Context: an optimization exercise on an open-source flow, tuned for small area. The choices shown serve that exercise and are no tape-out recipe.
Function was checked by simulation only, so behaviour that the tests miss may differ from the original.
Power figures rest on the tool's default switching activity, not on a simulated workload.

==> inputs of run a <==
==> flow/design.v <==
package pacPkg;
  typedef enum logic [1:0] {
    rotUp    = 2'd0,
    rotLeft  = 2'd1,
    rotDown  = 2'd2,
    rotRight = 2'd3
  } rotT;
  typedef enum logic [3:0] {
    cBlack  = 4'd0,
    cBlue   = 4'd1,
    cYellow = 4'd6,
    cWhite  = 4'd7
  } colorT;
  typedef enum logic [5:0] {
    aPacX        = 6'd0,
    aPacY        = 6'd1,
    aFrameSync   = 6'd36,
    aPelletX     = 6'd37,
    aPelletY     = 6'd38,
    aPelletClear = 6'd39,
    aPlayerRot   = 6'd49,
    aPelletData  = 6'd51
  } regAddrT;
  typedef struct packed {
    logic [9:0] hpos;
    logic [9:0] vpos;
    logic       hsync;        
    logic       vsync;        
    logic       frameStart;
  } videoPosT;
  typedef struct packed {
    logic [5:0]  addr;
    logic [15:0] wrData;
    logic        we;
  } hostBusT;
  typedef struct packed {
    logic [4:0] pacX;
    logic [4:0] pacY;
    logic [4:0] pelletX;
    logic [4:0] pelletY;
  } spriteRegsT;
  typedef struct packed {
    logic [4:0] x;
    logic [4:0] y;
  } cellT;
endpackage
module pacmanTop (
  input  logic            clk,
  input  logic            rst,
  input  logic [7:0]      keycode,
  input  logic [5:0]      hostAddr,
  input  logic [15:0]     hostWrData,
  input  logic            hostWe,
  output logic [15:0]     rdData,
  output logic            hsync,
  output logic            vsync,
  output logic [3:0]      rgb,
  output logic            keystrobe
);
  logic [9:0] hCnt, vCnt;
  logic       hEnd, vEnd;
  assign hEnd = hCnt == 10'(800 - 1);
  assign vEnd = vCnt == 10'(525 - 1);
  always_ff @(posedge clk) begin
    if (rst) begin
      hCnt <= '0;
      vCnt <= '0;
    end else if (hEnd) begin
      hCnt <= '0;
      vCnt <= vEnd ? '0 : vCnt + 10'd1;
    end else begin
      hCnt <= hCnt + 10'd1;
    end
  end
  logic [4:0] cellX, cellY;
  logic [3:0] offX, offY;
  assign cellX = hCnt[8:4];
  assign cellY = vCnt[8:4];
  assign offX  = hCnt[3:0];
  assign offY  = vCnt[3:0];
  logic [1:0] dir;
  logic       hit;
  logic [1:0] newDir;
  always_comb begin
    hit    = 1'b1;
    newDir = dir;
    case (keycode)
      8'hf7:   newDir = 2'd0;
      8'hf3:   newDir = 2'd2;
      8'he1:   newDir = 2'd1;
      8'he4:   newDir = 2'd3;
      default: hit = 1'b0;
    endcase
  end
  always_ff @(posedge clk) begin
    if (rst) begin
      dir       <= 2'd1;
      keystrobe <= 1'b0;
    end else begin
      keystrobe <= hit;
      if (hit) dir <= newDir;
    end
  end
  logic [4:0] pacX, pacY, pelX, pelY;
  logic       frameSync;
  logic       wrPelX, wrPelY, pelletClear;
  assign wrPelX      = hostWe && hostAddr == 6'd37;
  assign wrPelY      = hostWe && hostAddr == 6'd38;
  assign pelletClear = hostWe && hostAddr == 6'd39 && hostWrData[0];
  always_ff @(posedge clk) begin
    if (rst) begin
      pacX      <= '0;
      pacY      <= '0;
      pelX      <= '0;
      pelY      <= '0;
      frameSync <= 1'b0;
    end else begin
      if (hostWe && hostAddr == 6'd0) pacX <= hostWrData[4:0];
      if (hostWe && hostAddr == 6'd1) pacY <= hostWrData[4:0];
      if (wrPelX) pelX <= hostWrData[4:0];
      if (wrPelY) pelY <= hostWrData[4:0];
      if (hCnt == '0 && vCnt == '0)        frameSync <= 1'b1;
      else if (hostWe && hostAddr == 6'd36) frameSync <= hostWrData[0];
    end
  end
  logic [27:1] clrCol;
  logic [28:1] clrRow;
  always_comb begin
    for (int x = 1; x <= 27; x++) clrCol[x] = pelX == 5'(x);
    for (int y = 1; y <= 28; y++) clrRow[y] = pelletClear && pelY == 5'(y);
  end
  logic       hostPres, hostValid, hostDemand;
  logic [4:0] rdX, rdY;
  logic       portBit;
  logic [27:1] rdCol;
  logic [28:1] rdRow;
  logic [28:1] rowBit;
  assign hostDemand = hostAddr == 6'd51 && !hostValid;
  assign rdX = hostDemand ? pelX : cellX;
  assign rdY = hostDemand ? pelY : cellY;
  always_comb begin
    for (int x = 1; x <= 27; x++) rdCol[x] = rdX == 5'(x);
    for (int y = 1; y <= 28; y++) rdRow[y] = rdY == 5'(y);
  end
  for (genvar y = 1; y <= 28; y++) begin : row
    pelletRow cells (
      .clk    (clk),
      .rstN   (!rst),
      .clrRowN(!clrRow[y]),
      .clrColN(~clrCol),
      .rdCol  (rdCol),
      .hit    (rowBit[y])
    );
  end
  assign portBit = |(rowBit & rdRow);
  logic present, corner;
  assign present = hostValid ? hostPres : portBit;
  assign corner  = (pelX == 5'd2 || pelX == 5'd27) && (pelY == 5'd4 || pelY == 5'd24);
  always_ff @(posedge clk) begin
    if (rst) begin
      hostPres  <= 1'b0;   
      hostValid <= 1'b1;
    end else if (pelletClear) begin
      hostPres  <= 1'b0;
      hostValid <= 1'b1;
    end else if (wrPelX || wrPelY) begin
      hostValid <= 1'b0;
    end else if (hostDemand) begin
      hostPres  <= portBit;
      hostValid <= 1'b1;
    end
  end
  logic renderBit;
  always_ff @(posedge clk) begin
    if (!hostDemand) renderBit <= portBit;
  end
  logic [4:0] rdMux;
  always_comb begin
    case (hostAddr)
      6'd0:    rdMux = pacX;
      6'd1:    rdMux = pacY;
      6'd36:   rdMux = {4'd0, frameSync};
      6'd37:   rdMux = pelX;
      6'd38:   rdMux = pelY;
      6'd49:   rdMux = {3'd0, dir};
      6'd51:   rdMux = {3'd0, present && corner, present};
      default: rdMux = '0;
    endcase
  end
  logic [4:0] rdLow;
  always_ff @(posedge clk) begin
    if (rst) rdLow <= '0;
    else     rdLow <= rdMux;
  end
  assign rdData = {11'd0, rdLow};
  logic inPlay, wall, dotArea, isPac;
  logic [1:0] color;   
  assign inPlay  = hCnt < 448 && vCnt < 480;
  assign wall    = cellX == '0 || cellY == '0 || cellY == 5'd29;
  assign dotArea = offX >= 6 && offX <= 9 &&
                   offY >= 6 && offY <= 9;
  assign isPac   = cellX == pacX && cellY == pacY;
  always_comb begin
    color = 2'd0;
    if (inPlay) begin
      if (isPac)                       color = 2'd2;
      else if (wall)                   color = 2'd1;
      else if (renderBit && dotArea)   color = 2'd3;
    end
  end
  logic [1:0] colorQ;
  always_ff @(posedge clk) begin
    if (rst) begin
      hsync  <= 1'b1;
      vsync  <= 1'b1;
      colorQ <= 2'd0;
    end else begin
      hsync  <= !(hCnt >= 656 && hCnt <= 751);
      vsync  <= !(vCnt >= 490 && vCnt <= 491);
      colorQ <= color;
    end
  end
  assign rgb = {1'b0, colorQ[1], colorQ[1], colorQ[0]};
endmodule
module pelletRow (
  input  logic        clk,
  input  logic        rstN,
  input  logic        clrRowN,
  input  logic [27:1] clrColN,
  input  logic [27:1] rdCol,
  output logic        hit
);
  logic [27:1] bits, nxt;
  always_comb begin
    for (int x = 1; x <= 27; x++)
      nxt[x] = !(rstN && !(bits[x] && (clrRowN || clrColN[x])));
  end
  always_ff @(posedge clk) bits <= nxt;
  logic [8:0] grpN;
  for (genvar g = 0; g < 9; g++) begin : grp
    selectOr3 sel (
      .bits (nxt[3*g+3:3*g+1]),
      .sel  (rdCol[3*g+3:3*g+1]),
      .hitN (grpN[g])
    );
  end
  assign hit = !(&grpN);
endmodule
module selectOr3 (
  input  logic [2:0] bits,
  input  logic [2:0] sel,
  output logic       hitN
);
  assign hitN = !(|(bits & sel));
endmodule
==> flow/run.sh <==
#!/bin/bash
# synth_recipe.tcl (not shown) runs the flow's synth.tcl, then flattens the netlist and writes it again
# the make line also repeats each setting of config.mk as NAME=value (left out here)
make -C /OpenROAD-flow-scripts/flow DESIGN_CONFIG=/design/flow/config.mk WORK_HOME=/design/flow/orfs CLKGATE_MAP_FILE= SYNTH_SCRIPT=/design/flow/synth_recipe.tcl finish
==> flow/config.mk <==
export PLATFORM = sky130hd
export DESIGN_NAME = pacmanTop
export DESIGN_NICKNAME = pacmanTop
export VERILOG_FILES = /design/flow/design.v
export SDC_FILE = /design/flow/constraint.sdc
export NUM_CORES = 4
export LEC_CHECK = 0
export CAP_MARGIN = 20
export CORE_MARGIN = 2
export CORE_UTILIZATION = 40
export CTS_BUF_LIST = sky130_fd_sc_hd__clkbuf_8
export CTS_CLUSTER_DIAMETER = 200
export CTS_CLUSTER_SIZE = 12
export SLEW_MARGIN = 20
export SYNTH_HIERARCHICAL = 1
export SYNTH_MINIMUM_KEEP_SIZE = 0
==> flow/constraint.sdc <==
create_clock -name core_clock -period 10.0 [get_ports {clk}]
set_input_delay 2.0000 -clock core_clock [delete_from_list [all_inputs] [get_ports {clk}]]
set_output_delay 2.0000 -clock core_clock [all_outputs]
set_load 0.01 [all_outputs]
==> run b: changes against run a <==
--- a/flow/config.mk
+++ b/flow/config.mk
@@ -10,5 +10,2 @@
 export CORE_UTILIZATION = 40
-export CTS_BUF_LIST = sky130_fd_sc_hd__clkbuf_8
-export CTS_CLUSTER_DIAMETER = 200
-export CTS_CLUSTER_SIZE = 12
 export SLEW_MARGIN = 20
==> run c: changes against run a <==
==> flow/flow/run.sh (new file) <==
#!/bin/bash
# The standard layout (standard.sh, unchanged synthesis), with two ORFS
# options set: the port buffers use the smallest buffer cell, and after global
# routing the resizer downsizes gates off the critical paths.
set -euo pipefail
export BUFFER_PORTS_ARGS="-buffer_cell sky130_fd_sc_hd__buf_1"
export RECOVER_POWER=100
bash standard.sh > standard.log 2>&1
==> flow/standard.sh (new file) <==
#!/bin/bash
# synth_recipe.tcl (not shown) runs the flow's synth.tcl, then flattens the netlist and writes it again
# the make line also repeats each setting of config.mk as NAME=value (left out here)
make -C /OpenROAD-flow-scripts/flow DESIGN_CONFIG=/design/flow/config.mk WORK_HOME=/design/flow/orfs CLKGATE_MAP_FILE= SYNTH_SCRIPT=/design/flow/synth_recipe.tcl "${@:-finish}"
--- a/flow/config.mk
+++ b/flow/config.mk
@@ -9,6 +9,6 @@
 export CORE_MARGIN = 2
-export CORE_UTILIZATION = 40
-export CTS_BUF_LIST = sky130_fd_sc_hd__clkbuf_8
+export CORE_UTILIZATION = 65
+export CTS_BUF_LIST = sky130_fd_sc_hd__clkbuf_4
 export CTS_CLUSTER_DIAMETER = 200
-export CTS_CLUSTER_SIZE = 12
+export CTS_CLUSTER_SIZE = 8
 export SLEW_MARGIN = 20
removed: flow/run.sh
==> run summary <==
- Run c reached the layout checks and failed them: max-capacitance violations, max-slew violations. Run b ran to the end with no violations. Run a passed the timing, DRC and antenna checks.
- Global-route usage, lowest first: run a, run b, run c.
- Via count: run a < run b < run c.
- Count of clock-buffer cells in the layout, lowest first: run a, run c, run b.
- In run c the hold slack is better than in run a, by 8.7 ps.
- In synthesized cell count, run a and run c do not differ.
- Total power: run a is smaller than run b (22%).
- Sequential power is about the same in run b and run c.
- Against run c, the setup slack of run b is better by 950 ps.

==> afterwards: timing with drivers on the ports <==
How much do the figures lean on ideal ports? The routed layouts below were timed once more, with nothing changed but the port constraints. Step 1, drivers: a clkbuf_16 drives clk and a buf_2 each remaining input, both assumed. Step 2, shift: input delay + t, output delay - t, t = (earliest + latest rising clock arrival at the registers) / 2. This alone moves slack from input paths to output paths. Slacks: no drivers / after step 1 / after step 2; pairs: no drivers / after step 1.
run	t, ns	setup slack, ns	clock arrival spread, ns	worst data-port slew with drivers (ns)	cell pins on the clock port's net
run a	0.736	2.472 / 2.510 / 1.774	0.040 / 0.040	0.03	1
run b	0.687	2.418 / 2.460 / 1.773	0.028 / 0.028	0.03	1
run c	0.962	1.466 / 1.504 / 0.542	0.059 / 0.058	0.04	1
For run c, which loses most, drivers alone change the setup slack by +0.038 ns; drivers and shift together by -0.924 ns.
